From an optimization exercise on the open Yosys and OpenROAD flow, aimed at small area, a short achievable clock period and few clock cycles per item; shortcuts taken in it are not production practice. Only the layout flow was run in this run; the RTL was not checked for function there. No activity file was given, so power comes from the tool's default toggle rates.

File: design/flow/design.v
`timescale 1ns/1ns
package fp2_calc_pkg;
    localparam int WORD_W    = 16;
    localparam int ADDR_W    = 6;
    localparam int RAM_DEPTH = 1 << ADDR_W;    
    localparam int OP_W      = 2;
    localparam int CMD_W     = OP_W + 3 * ADDR_W;
    localparam int RET_LSB = 0;
    localparam int OPB_LSB = ADDR_W;
    localparam int OPA_LSB = 2 * ADDR_W;
    localparam int OP_LSB  = 3 * ADDR_W;
    typedef logic [WORD_W-1:0] word_t;
    typedef logic [ADDR_W-1:0] addr_t;
    typedef logic [CMD_W-1:0]  cmd_t;
    typedef enum logic [OP_W-1:0] {
        ADD  = 2'd0,
        SUB  = 2'd1,
        DBL  = 2'd2,     
        CONJ = 2'd3      
    } alu_op_t;
    typedef enum logic [1:0] {
        IN_IDLE   = 2'd0,
        IN_LOAD   = 2'd1,
        IN_EXEC   = 2'd2,
        IN_RESULT = 2'd3
    } input_mode_t;
endpackage
`timescale 1ns/1ns
module fp_add_sub #(
    parameter int unsigned MODULUS = 65521
) (
    input  fp2_calc_pkg::word_t x,
    input  fp2_calc_pkg::word_t y,
    input  logic                sub,
    output fp2_calc_pkg::word_t z
);
    localparam int W = fp2_calc_pkg::WORD_W;
    localparam logic [W-1:0] K_ADD = W'((1 << W) - MODULUS);
    localparam logic [W-1:0] K_SUB = W'(MODULUS + 1);
    logic [W-1:0] yx;
    logic [W-1:0] k;
    logic [W-1:0] cs_s;
    logic [W:0]   cs_c;
    logic [W+1:0] s1_full;
    logic [W:0]   s1;
    logic [W:0]   s2;
    logic         wrap;
    assign yx = sub ? ~y : y;
    assign k  = sub ? K_SUB : K_ADD;
    assign s1_full = {1'b0, x, 1'b1} + {1'b0, yx, sub};
    assign s1      = s1_full[W+1:1];
    assign cs_s = x ^ yx ^ k;
    assign cs_c = {(x & yx) | (x & k) | (yx & k), 1'b0};
    assign s2   = {1'b0, cs_s} + cs_c;
    assign wrap = sub ? ~s1[W] : s2[W];
    assign z    = wrap ? s2[W-1:0] : s1[W-1:0];
endmodule
`timescale 1ns/1ns
module operand_ram (
    input  logic                      clk,
    input  logic                      load,
    input  fp2_calc_pkg::addr_t       xa,
    input  fp2_calc_pkg::addr_t       xb,
    output fp2_calc_pkg::word_t       ea,
    output fp2_calc_pkg::word_t       oa,
    output fp2_calc_pkg::word_t       eb,
    output fp2_calc_pkg::word_t       ob,
    input  fp2_calc_pkg::addr_t       waddr1,
    input  fp2_calc_pkg::addr_t       waddr2,
    input  fp2_calc_pkg::word_t       wdata1,
    input  fp2_calc_pkg::word_t       wdata2,
    input  logic                      dwe_e,
    input  logic                      dwe_o,
    input  logic [4:0]                didx_e,
    input  logic [4:0]                didx_o,
    input  fp2_calc_pkg::word_t       ddata_e,
    input  fp2_calc_pkg::word_t       ddata_o
);
    localparam int HW = fp2_calc_pkg::ADDR_W - 1;
    localparam int HD = fp2_calc_pkg::RAM_DEPTH / 2;
    logic [fp2_calc_pkg::WORD_W-1:0] mem_e [0:HD-1];
    logic [fp2_calc_pkg::WORD_W-1:0] mem_o [0:HD-1];
    logic [HW-1:0] ae_idx, ao_idx, be_idx, bo_idx;
    assign ae_idx = xa[HW:1] + HW'(xa[0]);
    assign ao_idx = xa[HW:1];
    assign be_idx = xb[HW:1] + HW'(xb[0]);
    assign bo_idx = xb[HW:1];
    assign ea = mem_e[ae_idx];
    assign oa = mem_o[ao_idx];
    assign eb = mem_e[be_idx];
    assign ob = mem_o[bo_idx];
    fp2_calc_pkg::word_t d1_e, d1_o;
    assign d1_e = load ? wdata1 : ddata_e;
    assign d1_o = load ? wdata1 : ddata_o;
    for (genvar i = 0; i < HD; i++) begin : g_word
        logic we1_e, we2_e, we1_o, we2_o;
        assign we2_e = load && !waddr2[0] && (waddr2[HW:1] == HW'(i));
        assign we2_o = load &&  waddr2[0] && (waddr2[HW:1] == HW'(i));
        assign we1_e = (load && !waddr1[0] && (waddr1[HW:1] == HW'(i))) ||
                       (dwe_e && (didx_e == HW'(i)));
        assign we1_o = (load &&  waddr1[0] && (waddr1[HW:1] == HW'(i))) ||
                       (dwe_o && (didx_o == HW'(i)));
        always_ff @(posedge clk) begin
            if (we2_e) begin
                mem_e[i] <= wdata2;
            end else if (we1_e) begin
                mem_e[i] <= d1_e;
            end
            if (we2_o) begin
                mem_o[i] <= wdata2;
            end else if (we1_o) begin
                mem_o[i] <= d1_o;
            end
        end
    end
endmodule
`timescale 1ns/1ns
module fp2_alu #(
    parameter int unsigned MODULUS = 65521
) (
    input  fp2_calc_pkg::alu_op_t op,
    input  fp2_calc_pkg::word_t   a0,
    input  fp2_calc_pkg::word_t   a1,
    input  fp2_calc_pkg::word_t   b0,
    input  fp2_calc_pkg::word_t   b1,
    output fp2_calc_pkg::word_t   r0,
    output fp2_calc_pkg::word_t   r1
);
    fp2_calc_pkg::word_t x0;
    fp2_calc_pkg::word_t y0;
    fp2_calc_pkg::word_t x1;
    fp2_calc_pkg::word_t y1;
    logic  sub0;
    logic  sub1;
    always_comb begin
        x0   = a0;
        y0   = b0;
        sub0 = 1'b0;
        x1   = a1;
        y1   = b1;
        sub1 = 1'b0;
        case (op)
            fp2_calc_pkg::ADD: begin
            end
            fp2_calc_pkg::SUB: begin
                sub0 = 1'b1;
                sub1 = 1'b1;
            end
            fp2_calc_pkg::DBL: begin
                y0 = a0;
                y1 = a1;
            end
            fp2_calc_pkg::CONJ: begin
                y0   = '0;    
                x1   = '0;    
                y1   = a1;
                sub1 = 1'b1;
            end
            default: begin
            end
        endcase
    end
    fp_add_sub #(.MODULUS(MODULUS)) lane0 (.x(x0), .y(y0), .sub(sub0), .z(r0));
    fp_add_sub #(.MODULUS(MODULUS)) lane1 (.x(x1), .y(y1), .sub(sub1), .z(r1));
endmodule
`timescale 1ns/1ns
module calc_sequencer (
    input  logic                      clk,
    input  logic                      rst_n,
    input  fp2_calc_pkg::input_mode_t input_mode,
    output logic                      exec,
    output logic                      first,
    output logic                      finished_flag
);
    logic exec_q;
    assign exec = (input_mode == fp2_calc_pkg::IN_EXEC);
    always_ff @(posedge clk or negedge rst_n) begin
        if (!rst_n) begin
            exec_q <= 1'b0;
        end else begin
            exec_q <= exec;
        end
    end
    assign first         = exec && !exec_q;
    assign finished_flag = exec;
endmodule
`timescale 1ns/1ns
module fp2_calc_core #(
    parameter int unsigned MODULUS = 65521
) (
    input  logic        clk,
    input  logic        rst_n,
    input  logic [1:0]  input_mode,
    input  logic [19:0] top_cmd,
    input  logic [5:0]  waddr1,
    input  logic [5:0]  waddr2,
    input  logic [15:0] wdata1,
    input  logic [15:0] wdata2,
    input  logic [5:0]  raddr1,
    input  logic [5:0]  raddr2,
    output logic [15:0] outdata1,
    output logic [15:0] outdata2,
    output logic        finished_flag
);
    localparam int W = fp2_calc_pkg::WORD_W;
    fp2_calc_pkg::input_mode_t mode;
    logic                  load;
    logic                  exec;
    logic                  first;
    fp2_calc_pkg::addr_t   xa;
    fp2_calc_pkg::addr_t   xb;
    fp2_calc_pkg::word_t   ea, oa, eb, ob;
    assign mode = fp2_calc_pkg::input_mode_t'(input_mode);
    assign load = (mode == fp2_calc_pkg::IN_LOAD);
    assign xa = input_mode[0] ? raddr1 : top_cmd[fp2_calc_pkg::OPA_LSB +: fp2_calc_pkg::ADDR_W];
    assign xb = input_mode[0] ? raddr2 : top_cmd[fp2_calc_pkg::OPB_LSB +: fp2_calc_pkg::ADDR_W];
    fp2_calc_pkg::word_t pd_e, pd_o;       
    logic [4:0]          pi_e, pi_o;       
    logic                pv_e, pv_o;       
    fp2_calc_pkg::word_t ea_q, oa_q, eb_q, ob_q;
    logic                xa0_q, xb0_q;
    logic                hae_q, hao_q, hbe_q, hbo_q;    
    logic [19:0]         cmd_q;
    logic                calc_q;                         
    logic [4:0] ni_e, ni_o;
    logic       nv_e, nv_o;
    logic [4:0] ae_idx, ao_idx, be_idx, bo_idx;
    fp2_calc_pkg::addr_t ret_q;
    assign ret_q = cmd_q[fp2_calc_pkg::RET_LSB +: fp2_calc_pkg::ADDR_W];
    assign ni_e  = calc_q ? (ret_q[5:1] + 5'(ret_q[0])) : pi_e;
    assign ni_o  = calc_q ? ret_q[5:1] : pi_o;
    assign nv_e  = calc_q | pv_e;
    assign nv_o  = calc_q | pv_o;
    assign ae_idx = xa[5:1] + 5'(xa[0]);
    assign ao_idx = xa[5:1];
    assign be_idx = xb[5:1] + 5'(xb[0]);
    assign bo_idx = xb[5:1];
    always_ff @(posedge clk) begin
        ea_q   <= ea;
        oa_q   <= oa;
        eb_q   <= eb;
        ob_q   <= ob;
        xa0_q  <= xa[0];
        xb0_q  <= xb[0];
        hae_q  <= nv_e && (ae_idx == ni_e);
        hao_q  <= nv_o && (ao_idx == ni_o);
        hbe_q  <= nv_e && (be_idx == ni_e);
        hbo_q  <= nv_o && (bo_idx == ni_o);
        cmd_q  <= top_cmd;
        calc_q <= first;
    end
    fp2_calc_pkg::word_t ea_b, oa_b, eb_b, ob_b;
    fp2_calc_pkg::word_t a0, a1, b0, b1;
    fp2_calc_pkg::word_t r0, r1;
    assign ea_b = hae_q ? pd_e : ea_q;
    assign oa_b = hao_q ? pd_o : oa_q;
    assign eb_b = hbe_q ? pd_e : eb_q;
    assign ob_b = hbo_q ? pd_o : ob_q;
    assign a0 = xa0_q ? oa_b : ea_b;
    assign a1 = xa0_q ? ea_b : oa_b;
    assign b0 = xb0_q ? ob_b : eb_b;
    assign b1 = xb0_q ? eb_b : ob_b;
    fp2_alu #(.MODULUS(MODULUS)) u_alu (
        .op (fp2_calc_pkg::alu_op_t'(cmd_q[fp2_calc_pkg::OP_LSB +: fp2_calc_pkg::OP_W])),
        .a0 (a0),
        .a1 (a1),
        .b0 (b0),
        .b1 (b1),
        .r0 (r0),
        .r1 (r1)
    );
    logic [4:0] w1_idx, w2_idx;
    logic       lk_e, lk_o;      
    assign w1_idx = waddr1[5:1];
    assign w2_idx = waddr2[5:1];
    assign lk_e = (!waddr1[0] && (w1_idx == ni_e)) || (!waddr2[0] && (w2_idx == ni_e));
    assign lk_o = ( waddr1[0] && (w1_idx == ni_o)) || ( waddr2[0] && (w2_idx == ni_o));
    always_ff @(posedge clk) begin
        if (calc_q) begin
            pd_e <= ret_q[0] ? r1 : r0;
            pd_o <= ret_q[0] ? r0 : r1;
            pi_e <= ni_e;
            pi_o <= ni_o;
        end
    end
    always_ff @(posedge clk) begin
        pv_e <= calc_q ? !(load && lk_e) : (pv_e && load && !lk_e);
        pv_o <= calc_q ? !(load && lk_o) : (pv_o && load && !lk_o);
    end
    operand_ram u_ram (
        .clk     (clk),
        .load    (load),
        .xa      (xa),
        .xb      (xb),
        .ea      (ea),
        .oa      (oa),
        .eb      (eb),
        .ob      (ob),
        .waddr1  (waddr1),
        .waddr2  (waddr2),
        .wdata1  (wdata1),
        .wdata2  (wdata2),
        .dwe_e   (pv_e && !load),
        .dwe_o   (pv_o && !load),
        .didx_e  (pi_e),
        .didx_o  (pi_o),
        .ddata_e (pd_e),
        .ddata_o (pd_o)
    );
    calc_sequencer u_seq (
        .clk           (clk),
        .rst_n         (rst_n),
        .input_mode    (mode),
        .exec          (exec),
        .first         (first),
        .finished_flag (finished_flag)
    );
    logic result;
    assign result   = (mode == fp2_calc_pkg::IN_RESULT);
    assign outdata1 = result ? a0 : '0;
    assign outdata2 = result ? b0 : '0;
endmodule
File: design/flow/run.sh
#!/bin/bash
# synth_recipe.tcl (not shown) runs the flow's synth.tcl, then flattens the netlist and writes it again
# the make line also repeats each setting of config.mk as NAME=value (left out here)
make -C /OpenROAD-flow-scripts/flow DESIGN_CONFIG=/design/flow/config.mk WORK_HOME=/design/flow/orfs CLKGATE_MAP_FILE= SYNTH_SCRIPT=/design/flow/synth_recipe.tcl finish
File: design/flow/config.mk
export PLATFORM = sky130hd
export DESIGN_NAME = fp2_calc_core
export DESIGN_NICKNAME = fp2_calc_core
export VERILOG_FILES = /design/flow/design.v
export SDC_FILE = /design/flow/constraint.sdc
export NUM_CORES = 4
export LEC_CHECK = 0
export CAP_MARGIN = 20
export CORE_MARGIN = 2
export CORE_UTILIZATION = 40
export SLEW_MARGIN = 20
File: design/flow/constraint.sdc
create_clock -name core_clock -period 5.0 [get_ports {clk}]
set_input_delay 1.0000 -clock core_clock [delete_from_list [all_inputs] [get_ports {clk}]]
set_output_delay 1.0000 -clock core_clock [all_outputs]
set_load 0.01 [all_outputs]
==> metrics.cfg <==
[global_route]
grt_pass1_vias = 61404
grt.total_usage_pct = 47.1
grt_overflow = 0
antenna_found_initial = 37
grt_max_degree = 65
grt_pass1_wl_mm = 539

[synthesis]
synth-seq-cells = 1148
syn_avg_cell_area_um2 = 9.70
synth_area_um2 = 66100
syn-num-nets = 6965
synth_edf_count = 1066
synth_flop_cell = edfxtp_1
synth_cell_types = 81
syn_inst = 6813
yosys_warnings = 6
postSynth.asyncResetShare_pct = 0.0871
ys_seq_area_share_pct = 50.9

[worst_setup_path]
path_cells = buf_4 -> mux2_2 -> o21ai_0 -> buf_4 -> nor2_1 -> buf_4 -> o22ai_1 -> ha_1 -> xnor2_1 -> ha_1 -> and3_1 -> a21oi_1 -> nand4_1 -> and3_1 -> a31oi_1 -> o211a_1 -> buf_12 -> buf_4 -> mux2i_1 -> buf_4 -> mux2i_1
start_kind = register
reg2regPathDepth = 21
critPathRequiredTime_ns = 5.53
end_kind = register
cp_slowest_stage_delay_ns = 0.52
crit_arrival_ns = 5.31
crit_type = reg -> reg
regToRegEndpoint = pd_o[11]$_DFFE_PP_
cp_common_cell = buf_4
rrSetupSlack_ns = 0.23
crit_fanout = 14
cpMaxStageDelayCell = o21ai_0
r2r_start = hbo_q$_DFF_P_

[route]
firstDrtPassIters = 9
drc = 0
drtIter0Drc = 16285
ant_nets = 0
routed_wl_mm = 410
via_per_inst = 7.38
wl_per_cell_um = 43.8
dr_total_vias = 69152

[floorplan]
core-area_um2 = 165000
io-pin-count = 113
initial_core_util_pct = 40.1
chipWidth_um = 410
std_cell_rows = 149
die_y_um = 410
die_area_um2 = 168000

[pwr]
p_leak_uw = 0.0280
power_density_nw_per_um2 = 430
irDropWorstVdd_v = 0.000409
power_uw = 33700

[sta]
period_share_pct = 95.5
final-setup-viol-count = 0
holdWs_ns = 0.314
fin_ws_ns = 0.227
final_max_slew_viol_count = 0
worstMarginPinSlew_ns = 1.39
finalHoldViolCount = 0
relSlewSlack_pct = 6.88
finalCriticalPeriod_ns = 4.77
fmax_ghz = 0.210
clock-skew-final_ns = 0.0377

[placed_design]
place_area_um2 = 73500
place_ws_ns = -0.113
port_buffers = 112
hpwlAfterDp_mm = 259
place_congestion = 1.04

[flow_run]
maxCapViolCount = 0

[clock_network]
cts_max_path_buffers = 3
cts.clk_slew.worst_paths_ns = 0.07
hold_buffers = 0
numCtsBuffers = 135
cts_root_buffer = clkbuf_16
h-tree-depth = 4
cts_tree = yes
cts_sinks = 1148
clkLatencyLatePin_ns = 0.83

[layout]
nNetsFinal = 7193
design_area_um2 = 78200
layout-drive-gt1-share_pct = 16.1
multi_input_area_um2 = 30300
num-fill-cells = 15202
seq_area_um2 = 33700
areaGrowthSynthToFinish_pct = 18.3

[hold_path]
hold_path.class = in -> async

[outcome]
status = timing/DRC/antenna clean

## layer usage
| metal | wire length, um | global-route usage, % | vias up |
|---|---|---|---|
| met5 | 783 | 1.61 | - |
| met4 | 33000 | 29.0 | 60 |
| met3 | 76000 | 26.8 | 2099 |
| met2 | 157000 | 62.4 | 7712 |
| met1 | 144000 | 58.3 | 32977 |
| li1 | - | - | 26304 |
## synth_stat cells, types with 70 or more instances
cell | n | area (um2)
clkbuf_1 | 474 | 1780
a22o_1 | 341 | 2990
o21ai_0 | 75 | 375
buf_1 | 95 | 357
edfxtp_1 | 1066 | 32000
ha_1 | 70 | 876
a22oi_1 | 295 | 2210
nand4_1 | 92 | 576
nand2_1 | 310 | 1160
dfxtp_1 | 81 | 1620
buf_2 | 71 | 355
a221oi_1 | 368 | 3220
a21oi_1 | 1198 | 6000
nor2_1 | 1310 | 4920
xnor2_1 | 107 | 937
mux2i_1 | 127 | 1270
## through the flow
| stage | utilization (%) | cells | setup TNS (ns) |
|---|---|---|---|
| 2_1_floorplan | - | 6813 | 0 |
| 3_5_place_dp | 44.7 | 9089 | -1.39 |
| 3_3_place_gp | 44.7 | 9087 | -1.89 |
| 4_1_cts | 47.4 | 9335 | 0 |
| 5_1_grt | 47.5 | 9340 | -0.148 |
| 6_report | 47.5 | 9364 | 0 |
## cell usage in the layout (no fill, tap or decap), drive strengths merged, types with 10 or more instances in the layout
cell           synthesis  layout
and2                  33      33
nor2b                 33      33
nand3                 47      47
a31oi                 20      20
a22oi                295     295
a21oi               1199    1199
nor2                1341    1341
a221oi               368     368
ha                    70      70
o22ai                 18      18
clkbuf               475     171
mux2                  67      67
edfxtp              1066    1066
and4                  33      33
o21ai                 82      82
o32a                  12      12
o211ai                17      17
o22a                  19      19
a22o                 341     341
xor2                  42      42
or2                   10      10
mux2i                131     131
clkinv                 0      51
nand2                310     310
nand4                 92      92
clkdlybuf4s50          0      95
xnor2                110     110
inv                   59      63
buf                  182     653
nor4                  19      19
nand2b                31      31
nor3                  73      73
and3                  15      15
bufinv                 0      16
diode                  0      25
a32oi                 13      13
a21o                  21      21
dfxtp                 81      81
## timing repair
| action | 4_1_cts | 5_1_grt |
|---|---|---|
| setup endpoints to repair | 27 | 29 |
| pin swaps | 0 | 1 |
| resized for setup | 2 | 21 |
| buffers inserted | 0 | 4 |
## flip-flops by register name (all words and copies together), names as in the netlist, 5 cells and up
name         flops
cmd_q            8
ea_q            16
eb_q            16
oa_q            16
ob_q            16
pd_e            16
pd_o            16
pi_e             5
pi_o             5
u_ram.mem_e    512
u_ram.mem_o    512
## worst max-delay path, delay by kind of cell (launching register included)
kind / cells / cell delay (ns)
compound gates: 5 / 1.22
flops: 1 / 0.43
buf+inv: 6 / 1.05
mux: 3 / 0.58
fa+ha+maj: 2 / 0.51
simple gates: 4 / 0.54
xor+xnor: 1 / 0.14
## worst max path at each step
stage	from	endpoint	slack [ns]	cells after the start
detailed placement	hbo_q$_DFF_P_	pd_e[11]$_DFFE_PP_	-0.11	20
global route	hao_q$_DFF_P_	pd_e[5]$_DFFE_PP_	-0.04	20
CTS	hbo_q$_DFF_P_	pd_e[7]$_DFFE_PP_	0.12	18
global placement	raddr1[0]	ea_q[2]$_DFF_P_	-0.15	13
floorplan	input_mode[0]	u_ram.mem_o[19][0]$_DFFE_PP_	0.07	10
finish	hbo_q$_DFF_P_	pd_o[11]$_DFFE_PP_	0.23	21
## area by class of cell
type	instances	share of cell area, %
multi-input combinational	4949	38.7
sequential	1148	43.1
tap	2189	3.50
antenna	25	0.0800
timing repair buffer	748	8.58
clock inverter	75	1.05
clock buffer	171	4.70
inverter	59	0.288
## kinds of logic (layout without fill, tap and decap cells)
kind of cell             after synthesis  count (layout)  share of synthesized area, %
flip-flops                          1148            1148                          50.9
adder cells (fa/ha/maj)               72              72                          1.39
other                                  0              25                             0
AO/OA/AOI/OAI                       2468            2468                          24.7
buffers and inverters                716            1053                          4.32
XOR/XNOR                             152             152                          2.06
multiplexers                         198             198                          3.15
AND/OR/NAND/NOR                     2059            2059                          13.5
## report_power, final
part,internal [uW],switching [uW],leakage (uW)
sequential,11600,587,0.0103
clock,6030,4410,0.00218
combinational,4290,6690,0.0155

[re-timing with driven ports]
How much do the figures lean on ideal ports? The routed layout below was timed once more, with nothing changed but the port constraints.
Step 1, drivers: a clkbuf_16 drives clk and a buf_2 each remaining input, both assumed.
Step 2 also shifts input and output timing later by t, the mid clock arrival at the registers, as if the neighbouring blocks saw the same clock.
a / b / c = ideal ports / drivers / drivers and shift; a / b = the first two.
t, ns: 0.897
setup slack, ns: 0.227 / 0.227 / -0.410
latest minus earliest clock arrival (ns): 0.039 / 0.039
With both steps, setup timing fails in this run, where it was met with ideal ports. For this run, drivers alone change the setup slack by 0.000 ns; drivers and shift together by -0.637 ns.
